From an optimization exercise on the open Yosys and OpenROAD flow, aimed at small area; shortcuts taken in it are not production practice. In this exercise RTL edits were held to simulation tests only and were not proved equivalent to the original. Power is estimated from default activity; no workload was simulated.

==> inputs of run X <==
==> flow/design.v <==
package ethp_pkg;
    localparam int IN_TDATA_W  = 8;
    localparam int OUT_TDATA_W = 248;
    localparam int OUT_TUSER_W = 2;
    localparam logic [1:0] ST_OK  = 2'd0;
    localparam logic [1:0] ST_ETH = 2'd1;
    localparam logic [1:0] ST_IP  = 2'd2;
    localparam logic [1:0] ST_TCP = 2'd3;
    localparam logic [15:0] POS_SRC_MAC  = 16'd6;
    localparam logic [15:0] POS_ETYPE    = 16'd12;
    localparam logic [15:0] POS_VER_IHL  = 16'd14;
    localparam logic [15:0] POS_PROTO    = 16'd23;
    localparam logic [15:0] POS_SRC_IP   = 16'd26;
    localparam logic [15:0] POS_DST_IP   = 16'd30;
    localparam logic [15:0] POS_IP_END   = 16'd34;
    localparam logic [7:0]  ETH_LEN      = 8'd14;
    localparam logic [15:0] IP_MIN_END   = 16'd34;
    localparam logic [15:0] TCP_MIN      = 16'd20;
    localparam logic [3:0]  HDR_MIN_WORDS = 4'd5;
    localparam logic [15:0] ETYPE_IPV4   = 16'h0800;
    localparam logic [3:0]  IP_VERSION4  = 4'd4;
    localparam logic [7:0]  PROTO_TCP    = 8'd6;
    localparam logic [7:0] TCP_DPORT    = 8'd2;
    localparam logic [7:0] TCP_DOFF     = 8'd12;
    localparam logic [7:0] TCP_FLAGS    = 8'd13;
    typedef struct packed {
        logic [15:0] len;
        logic [47:0] dst_mac;
        logic [47:0] src_mac;
        logic [15:0] ether_type;
        logic [7:0]  ver_ihl;
        logic [7:0]  protocol;
        logic [31:0] src_ip;
        logic [31:0] dst_ip;
        logic [15:0] tcp_sport;
        logic [15:0] tcp_dport;
        logic [3:0]  data_off;
        logic [3:0]  flags;
    } t_frame;
endpackage
import ethp_pkg::*;
module eth_ipv4_tcp_header_parser #(
    parameter int MAX_FRAME_BYTES = 65535
) (
    input  logic         i_clk,
    input  logic         i_rst_n,
    input  logic         s_axis_tvalid,
    output logic         s_axis_tready,
    input  logic [ethp_pkg::IN_TDATA_W-1:0]  s_axis_tdata,
    input  logic         s_axis_tlast,
    output logic         m_axis_tvalid,
    input  logic         m_axis_tready,
    output logic [ethp_pkg::OUT_TDATA_W-1:0] m_axis_tdata,
    output logic [1:0]   m_axis_tuser
);
    logic        r_full_a, r_full_b;    
    logic        r_wr;                  
    logic        r_rd;                  
    logic        r_ov;                  
    logic        accept, fin, ld;
    logic        rd_full;
    assign s_axis_tready = !(r_full_a && r_full_b);
    assign accept        = s_axis_tvalid && s_axis_tready;
    assign fin           = accept && s_axis_tlast;
    assign rd_full       = r_rd ? r_full_b : r_full_a;
    assign ld            = rd_full && (!r_ov || m_axis_tready);
    always_ff @(posedge i_clk) begin
        if (!i_rst_n) begin
            r_full_a <= 1'b0;
            r_full_b <= 1'b0;
            r_wr     <= 1'b0;
            r_rd     <= 1'b0;
            r_ov     <= 1'b0;
        end else begin
            if (fin) r_wr <= !r_wr;
            if (ld)  r_rd <= !r_rd;
            if ((fin && !r_wr) || (ld && !r_rd)) r_full_a <= fin && !r_wr;
            if ((fin &&  r_wr) || (ld &&  r_rd)) r_full_b <= fin &&  r_wr;
            if (!r_ov || m_axis_tready) r_ov <= rd_full;
        end
    end
    logic [15:0] r_cnt;          
    logic [3:0]  r_ihl;
    logic        r_ver4;
    logic        r_et8;          
    logic        r_et;           
    logic        r_tcp;          
    logic [3:0]  r_dof;
    logic        lo6, lo8;       
    logic [7:0]  pos;
    logic [5:0]  rel_hi;
    logic [7:0]  rel;            
    logic [7:0]  b;
    assign b      = s_axis_tdata;
    assign lo8    = (r_cnt[15:8] == 8'd0);
    assign lo6    = lo8 && (r_cnt[7:6] == 2'd0);
    assign pos    = r_cnt[7:0];
    assign rel_hi = pos[7:2] - {2'b00, r_ihl};
    assign rel    = {rel_hi, pos[1:0]};
    logic at12, at13, at14, at23, at_dof;
    assign at12   = lo6 && pos[5:0] == 6'd12;
    assign at13   = lo6 && pos[5:0] == 6'd13;
    assign at14   = lo6 && pos[5:0] == 6'd14;
    assign at23   = lo6 && pos[5:0] == 6'd23;
    assign at_dof = lo8 && rel == 8'd26;
    always_ff @(posedge i_clk) begin
        if (!i_rst_n) begin
            r_cnt <= 16'd0;
        end else if (accept) begin
            if (s_axis_tlast)           r_cnt <= 16'd0;
            else if (r_cnt != 16'hFFFF) r_cnt <= r_cnt + 16'd1;
        end
    end
    always_ff @(posedge i_clk) begin
        if (accept) begin
            if (at12) r_et8 <= (b == 8'h08);
            if (at13) r_et  <= r_et8 && (b == 8'h00);
            if (at14) begin
                r_ver4 <= (b[7:4] == 4'd4);
                r_ihl  <= b[3:0];
            end
            if (at23)   r_tcp <= (b == 8'd6);
            if (at_dof) r_dof <= b[7:4];
        end
    end
    logic        f_eth, f_et, f_ip, f_st3, f_tcp, f_ok;
    logic [1:0]  f_st;
    logic [5:0]  f_poff;         
    logic [15:0] f_plen;
    logic        f_sat;
    logic [7:0]  t_m1;           
    logic [7:0]  p_m1;           
    assign t_m1   = 8'd13 + {2'b00, r_ihl, 2'b00};
    assign f_poff = 6'd3 + {2'b00, r_ihl} + {2'b00, r_dof};
    assign p_m1   = {f_poff, 2'b01};
    assign f_eth  = !lo8 || pos >= 8'd13;
    assign f_et   = at13 ? (r_et8 && b == 8'h00) : r_et;
    assign f_ip   = f_eth && f_et && r_ver4 && (!lo8 || pos >= 8'd33);
    assign f_st3  = f_ip && r_ihl >= 4'd5 && (!lo8 || pos >= t_m1);
    assign f_tcp  = f_st3 && r_tcp && (!lo8 || pos >= t_m1 + 8'd20);
    assign f_ok   = f_tcp && r_dof >= 4'd5 && (!lo8 || pos >= p_m1);
    assign f_st   = (!f_eth || !f_et) ? ST_ETH : f_ok ? ST_OK : f_st3 ? ST_TCP : ST_IP;
    assign f_sat  = &r_cnt;
    assign f_plen = r_cnt - {8'd0, f_poff, f_sat, !f_sat};
    localparam int NL = 28;      
    logic [NL-1:0] lane_en;
    logic [219:0]  lane_d;
    always_comb begin
        lane_en = '0;
        for (int k = 0; k < 6; k++) lane_en[5-k]  = lo6 && pos[5:0] == 6'(k);
        for (int k = 0; k < 6; k++) lane_en[11-k] = lo6 && pos[5:0] == 6'(6 + k);
        lane_en[13] = at12;
        lane_en[12] = at13;
        lane_en[14] = at23;
        for (int k = 0; k < 4; k++) lane_en[18-k] = lo6 && pos[5:0] == 6'(26 + k);
        for (int k = 0; k < 4; k++) lane_en[22-k] = lo6 && pos[5:0] == 6'(30 + k);
        lane_en[24] = lo8 && rel == 8'd14;
        lane_en[23] = lo8 && rel == 8'd15;
        lane_en[26] = lo8 && rel == 8'd16;
        lane_en[25] = lo8 && rel == 8'd17;
        lane_en[27] = lo8 && rel == 8'd27;
        lane_d = {{b[4], b[2:0]}, {27{b}}};
    end
    logic [219:0] r_fa, r_fb;        
    logic [1:0]   r_sta, r_stb;      
    logic [2:0]   r_visa, r_visb;    
    logic [5:0]   r_pofa, r_pofb;
    logic [15:0]  r_plna, r_plnb;
    always_ff @(posedge i_clk) begin
        for (int k = 0; k < NL - 1; k++) begin
            if (accept && !r_wr && lane_en[k]) r_fa[8*k +: 8] <= lane_d[8*k +: 8];
            if (accept &&  r_wr && lane_en[k]) r_fb[8*k +: 8] <= lane_d[8*k +: 8];
        end
        if (accept && !r_wr && lane_en[NL-1]) r_fa[219:216] <= lane_d[219:216];
        if (accept &&  r_wr && lane_en[NL-1]) r_fb[219:216] <= lane_d[219:216];
        if (fin && !r_wr) begin
            r_sta  <= f_st;
            r_visa <= {f_tcp, f_ip, f_eth};
            r_pofa <= f_poff;
            r_plna <= f_plen;
        end
        if (fin && r_wr) begin
            r_stb  <= f_st;
            r_visb <= {f_tcp, f_ip, f_eth};
            r_pofb <= f_poff;
            r_plnb <= f_plen;
        end
    end
    logic         sa, sb, hold;
    logic [241:0] va, vb, ma, mb;
    logic [241:0] r_o;
    logic [1:0]   r_ost;
    logic         oka, okb;
    assign hold = !ld;
    assign sa   = ld && !r_rd;
    assign sb   = ld &&  r_rd;
    assign oka  = (r_sta == ST_OK);
    assign okb  = (r_stb == ST_OK);
    assign va   = {r_plna, r_pofa, r_fa};
    assign vb   = {r_plnb, r_pofb, r_fb};
    assign ma   = {{22{sa && oka}}, {36{sa && r_visa[2]}}, {72{sa && r_visa[1]}},
                   {112{sa && r_visa[0]}}};
    assign mb   = {{22{sb && okb}}, {36{sb && r_visb[2]}}, {72{sb && r_visb[1]}},
                   {112{sb && r_visb[0]}}};
    always_ff @(posedge i_clk) begin
        r_o   <= ({242{hold}} & r_o) | (ma & va) | (mb & vb);
        r_ost <= ({2{hold}} & r_ost) | ({2{sa}} & r_sta) | ({2{sb}} & r_stb);
    end
    assign m_axis_tvalid = r_ov;
    assign m_axis_tdata  = {4'd0, r_o[241:220], ~|r_ost, 1'b0, r_o[219:0]};
    assign m_axis_tuser  = r_ost;
endmodule
==> flow/flow/run.sh <==
#!/bin/bash
# The standard layout (standard.sh), with one change: the port buffers that placement
# puts on every input and output are buf_1 cells instead of the cell buffer_ports picks.
set -euo pipefail
cd "$(dirname "$0")/.."
export BUFFER_PORTS_ARGS="-buffer_cell sky130_fd_sc_hd__buf_1"
bash standard.sh > flow_standard.log 2>&1
==> flow/standard.sh <==
#!/bin/bash
# synth_recipe.tcl (not shown) runs the flow's synth.tcl, then flattens the netlist and writes it again
# the make line also repeats each setting of config.mk as NAME=value (left out here)
make -C /OpenROAD-flow-scripts/flow DESIGN_CONFIG=/design/flow/config.mk WORK_HOME=/design/flow/orfs CLKGATE_MAP_FILE= SYNTH_SCRIPT=/design/flow/synth_recipe.tcl "${@:-finish}"
==> flow/config.mk <==
export PLATFORM = sky130hd
export DESIGN_NAME = eth_ipv4_tcp_header_parser
export DESIGN_NICKNAME = eth_ipv4_tcp_header_parser
export VERILOG_FILES = /design/flow/design.v
export SDC_FILE = /design/flow/constraint.sdc
export NUM_CORES = 4
export LEC_CHECK = 0
export CAP_MARGIN = 20
export CORE_MARGIN = 2
export CORE_UTILIZATION = 40
export CTS_BUF_LIST = sky130_fd_sc_hd__clkbuf_16
export CTS_CLUSTER_DIAMETER = 60
export CTS_CLUSTER_SIZE = 25
export SLEW_MARGIN = 20
==> flow/constraint.sdc <==
create_clock -name core_clock -period 5.5 [get_ports {i_clk}]
set_input_delay 1.1000 -clock core_clock [delete_from_list [all_inputs] [get_ports {i_clk}]]
set_output_delay 1.1000 -clock core_clock [all_outputs]
set_load 0.01 [all_outputs]
==> run Y: changes against run X <==
==> flow/design.v, changed modules only <==
module eth_ipv4_tcp_header_parser #(
    parameter int MAX_FRAME_BYTES = 65535
) (
    input  logic         i_clk,
    input  logic         i_rst_n,
    input  logic         s_axis_tvalid,
    output logic         s_axis_tready,
    input  logic [ethp_pkg::IN_TDATA_W-1:0]  s_axis_tdata,
    input  logic         s_axis_tlast,
    output logic         m_axis_tvalid,
    input  logic         m_axis_tready,
    output logic [ethp_pkg::OUT_TDATA_W-1:0] m_axis_tdata,
    output logic [1:0]   m_axis_tuser
);
    logic        r_full_a, r_full_b;    
    logic        r_wr;                  
    logic        r_rd;                  
    logic        r_ov;                  
    logic        accept, fin, ld;
    logic        rd_full;
    assign s_axis_tready = !(r_full_a && r_full_b);
    assign accept        = s_axis_tvalid && s_axis_tready;
    assign fin           = accept && s_axis_tlast;
    assign rd_full       = r_rd ? r_full_b : r_full_a;
    assign ld            = rd_full && (!r_ov || m_axis_tready);
    always_ff @(posedge i_clk) begin
        if (!i_rst_n) begin
            r_full_a <= 1'b0;
            r_full_b <= 1'b0;
            r_wr     <= 1'b0;
            r_rd     <= 1'b0;
            r_ov     <= 1'b0;
        end else begin
            if (fin) r_wr <= !r_wr;
            if (ld)  r_rd <= !r_rd;
            if ((fin && !r_wr) || (ld && !r_rd)) r_full_a <= fin && !r_wr;
            if ((fin &&  r_wr) || (ld &&  r_rd)) r_full_b <= fin &&  r_wr;
            if (!r_ov || m_axis_tready) r_ov <= rd_full;
        end
    end
    logic [15:0] r_cnt;
    logic        r_pay;
    logic [3:0]  r_ihl;
    logic        r_ver4;
    logic        r_et8;          
    logic        r_et;           
    logic        r_tcp;          
    logic [3:0]  r_dof;
    logic        lo6, lo8;       
    logic [7:0]  pos;
    logic [6:0]  rel_hi;
    logic [7:0]  rel;            
    logic        rel_neg;        
    logic [7:0]  b;
    assign b      = s_axis_tdata;
    assign lo8    = !r_pay && (r_cnt[15:8] == 8'd0);
    assign lo6    = lo8 && (r_cnt[7:6] == 2'd0);
    assign pos    = r_cnt[7:0];
    assign rel_hi  = {1'b0, pos[7:2]} - {3'b000, r_ihl};
    assign rel     = {rel_hi[5:0], pos[1:0]};
    assign rel_neg = rel_hi[6];
    logic at12, at13, at14, at23, at_dof;
    assign at12   = lo6 && pos[5:0] == 6'd12;
    assign at13   = lo6 && pos[5:0] == 6'd13;
    assign at14   = lo6 && pos[5:0] == 6'd14;
    assign at23   = lo6 && pos[5:0] == 6'd23;
    assign at_dof = lo8 && rel == 8'd26;
    logic        c_sat, c_pay;
    logic [15:0] c_inc;
    logic [5:0]  f_poff;         
    logic [7:0]  c_lim;          
    assign f_poff = 6'd3 + {2'b00, r_ihl} + {2'b00, r_dof};
    assign c_lim  = r_pay ? ~{f_poff, 2'b10} : 8'hFF;
    assign c_sat  = (&r_cnt[15:8]) && (r_cnt[7:0] == c_lim);
    assign c_inc  = c_sat ? r_cnt : r_cnt + 16'd1;
    assign c_pay  = lo8 && !rel_neg && rel == {1'b0, r_dof + 5'd3, 2'b00} && r_et && r_ver4 && r_ihl >= 4'd5 &&
                    r_tcp && r_dof >= 4'd5;
    always_ff @(posedge i_clk) begin
        if (!i_rst_n) begin
            r_cnt <= 16'd0;
            r_pay <= 1'b0;
        end else if (accept) begin
            if (s_axis_tlast) begin
                r_cnt <= 16'd0;
                r_pay <= 1'b0;
            end else if (c_pay) begin
                r_cnt <= 16'hFFFF;
                r_pay <= 1'b1;
            end else begin
                r_cnt <= c_inc;
            end
        end
    end
    always_ff @(posedge i_clk) begin
        if (accept) begin
            if (at12) r_et8 <= (b == 8'h08);
            if (at13) r_et  <= r_et8 && (b == 8'h00);
            if (at14) begin
                r_ver4 <= (b[7:4] == 4'd4);
                r_ihl  <= b[3:0];
            end
            if (at23)   r_tcp <= (b == 8'd6);
            if (at_dof) r_dof <= b[7:4];
        end
    end
    logic        f_eth, f_et, f_ip, f_st3, f_tcp, f_ok;
    logic [1:0]  f_st;
    logic [15:0] f_plen;
    assign f_eth  = !lo8 || pos >= 8'd13;
    assign f_et   = at13 ? (r_et8 && b == 8'h00) : r_et;
    assign f_ip   = f_eth && f_et && r_ver4 && (!lo8 || pos >= 8'd33);
    assign f_st3  = f_ip && r_ihl >= 4'd5 && (!lo8 || (!rel_neg && rel >= 8'd13));
    assign f_tcp  = f_st3 && r_tcp && (!lo8 || (!rel_neg && rel >= 8'd33));
    assign f_ok   = r_pay;
    assign f_st   = (!f_eth || !f_et) ? ST_ETH : f_ok ? ST_OK : f_st3 ? ST_TCP : ST_IP;
    assign f_plen = c_inc;
    localparam int NL = 28;      
    logic [NL-1:0] lane_en;
    logic [219:0]  lane_d;
    always_comb begin
        lane_en = '0;
        for (int k = 0; k < 6; k++) lane_en[5-k]  = lo6 && pos[5:0] == 6'(k);
        for (int k = 0; k < 6; k++) lane_en[11-k] = lo6 && pos[5:0] == 6'(6 + k);
        lane_en[13] = at12;
        lane_en[12] = at13;
        lane_en[14] = at23;
        for (int k = 0; k < 4; k++) lane_en[18-k] = lo6 && pos[5:0] == 6'(26 + k);
        for (int k = 0; k < 4; k++) lane_en[22-k] = lo6 && pos[5:0] == 6'(30 + k);
        lane_en[24] = lo8 && rel == 8'd14;
        lane_en[23] = lo8 && rel == 8'd15;
        lane_en[26] = lo8 && rel == 8'd16;
        lane_en[25] = lo8 && rel == 8'd17;
        lane_en[27] = lo8 && rel == 8'd27;
        lane_d = {{b[4], b[2:0]}, {27{b}}};
    end
    logic [219:0] r_fa, r_fb;        
    logic [1:0]   r_sta, r_stb;      
    logic [2:0]   r_visa, r_visb;    
    logic [5:0]   r_pofa, r_pofb;
    logic [15:0]  r_plna, r_plnb;
    logic wa, wb;
    assign wa = s_axis_tvalid && !r_wr && !r_full_a;
    assign wb = s_axis_tvalid &&  r_wr && !r_full_b;
    always_ff @(posedge i_clk) begin
        for (int k = 0; k < NL - 1; k++) begin
            if (wa && lane_en[k]) r_fa[8*k +: 8] <= lane_d[8*k +: 8];
            if (wb && lane_en[k]) r_fb[8*k +: 8] <= lane_d[8*k +: 8];
        end
        if (wa && lane_en[NL-1]) r_fa[219:216] <= lane_d[219:216];
        if (wb && lane_en[NL-1]) r_fb[219:216] <= lane_d[219:216];
        if (fin && !r_wr) begin
            r_sta  <= f_st;
            r_visa <= {f_tcp, f_ip, f_eth};
            r_pofa <= f_poff;
            r_plna <= f_plen;
        end
        if (fin && r_wr) begin
            r_stb  <= f_st;
            r_visb <= {f_tcp, f_ip, f_eth};
            r_pofb <= f_poff;
            r_plnb <= f_plen;
        end
    end
    logic         sa, sb, hold;
    logic [241:0] va, vb, ma, mb;
    logic [241:0] r_o;
    logic [1:0]   r_ost;
    logic         oka, okb;
    assign hold = !ld;
    assign sa   = ld && !r_rd;
    assign sb   = ld &&  r_rd;
    assign oka  = (r_sta == ST_OK);
    assign okb  = (r_stb == ST_OK);
    assign va   = {r_plna, r_pofa, r_fa};
    assign vb   = {r_plnb, r_pofb, r_fb};
    assign ma   = {{22{sa && oka}}, {36{sa && r_visa[2]}}, {72{sa && r_visa[1]}},
                   {112{sa && r_visa[0]}}};
    assign mb   = {{22{sb && okb}}, {36{sb && r_visb[2]}}, {72{sb && r_visb[1]}},
                   {112{sb && r_visb[0]}}};
    always_ff @(posedge i_clk) begin
        r_o   <= ({242{hold}} & r_o) | (ma & va) | (mb & vb);
        r_ost <= ({2{hold}} & r_ost) | ({2{sa}} & r_sta) | ({2{sb}} & r_stb);
    end
    assign m_axis_tvalid = r_ov;
    assign m_axis_tdata  = {4'd0, r_o[241:220], ~|r_ost, 1'b0, r_o[219:0]};
    assign m_axis_tuser  = r_ost;
endmodule
==> flow/flow/run.sh (replaced) <==
#!/bin/bash
# The standard layout (standard.sh), with one change: the port buffers that placement
# puts on every input and output are buf_1 cells instead of the cell buffer_ports picks, and
# clock tree synthesis adds no dummy loads to its leaf nets.
set -euo pipefail
cd "$(dirname "$0")/.."
export BUFFER_PORTS_ARGS="-buffer_cell sky130_fd_sc_hd__buf_1"
export CTS_ARGS="-sink_clustering_enable -repair_clock_nets -dont_use_dummy_load -sink_clustering_size 36 -sink_clustering_max_diameter 80 -buf_list sky130_fd_sc_hd__clkbuf_16"
bash standard.sh > flow_standard.log 2>&1
Settings changed: CAP_MARGIN 20 to 0, CORE_UTILIZATION 40 to 65, CTS_BUF_LIST sky130_fd_sc_hd__clkbuf_16 to unset, CTS_CLUSTER_DIAMETER 60 to unset, CTS_CLUSTER_SIZE 25 to unset, SLEW_MARGIN 20 to 0.
==> run summary <==
status no timing/DRC/antenna violations; effective utilization at floorplan 40.29%; Slew headroom 28.02%; Design Power between 10 and 15 mW; Clock power frac 35.5%; Signal inverters around 280; post-synth top area share 56.26%; final instance area 30740 um2; clock latency (worst-skew pair) about 630 ps; ranking of synthesized cells by area edfxtp_1 56%, dfxtp_1 20%, a222oi_1 9.0%, inv_1 3.8%, ha_1 1.7%; Worst path depth 14
(the above is from run X)
==> run summary <==
Clock power frac 25.0%; Synth Area in Adders 0.9920%; Design Power 10.33 mW; CP cell instances inv_1 > ha_1 > inv_1 > fa_1 > a21o_1 > a21oi_1 > xnor2_1 > nor4_1 > nand3b_1 > nor3_1; I/O pin total around 270; status no timing/DRC/antenna violations; Slew headroom 20.26%; Signal inverters 265; post-synth top area share 56.83%; clock latency (worst-skew pair) 620 ps; ranking of synthesized cells by area edfxtp_1 57%, dfxtp_1 20%, a222oi_1 9.1%, inv_1 3.7%, clkbuf_1 1.2%
(the above is from run Y)

==> re-timing with driven ports <==
The flow's constraints put no driver on any port. The routed layouts listed below were extracted and timed again, unchanged, in two steps. Step 1, drivers: a clkbuf_16 drives i_clk and a buf_2 each remaining input, both assumed. Step 2 times the ports against the registers' clock, not the clock port: input delays grow and output delays shrink by t, the midpoint of the rising clock arrivals with the driver on. a / b / c = ideal ports / drivers / drivers and shift; a / b = the first two.
run	t, ns	setup slack, ns	hold WS [ns]	worst setup path after step 2	worst register clock-pin slew, ns
run X	0.670	1.568 / 1.568 / 1.568	0.437 / 0.437 / 0.437	register to register	0.10 / 0.10
run Y	0.643	1.789 / 1.789 / 1.789	0.426 / 0.426 / 0.426	register to register	0.12 / 0.12
After both steps every run listed still meets setup and hold.
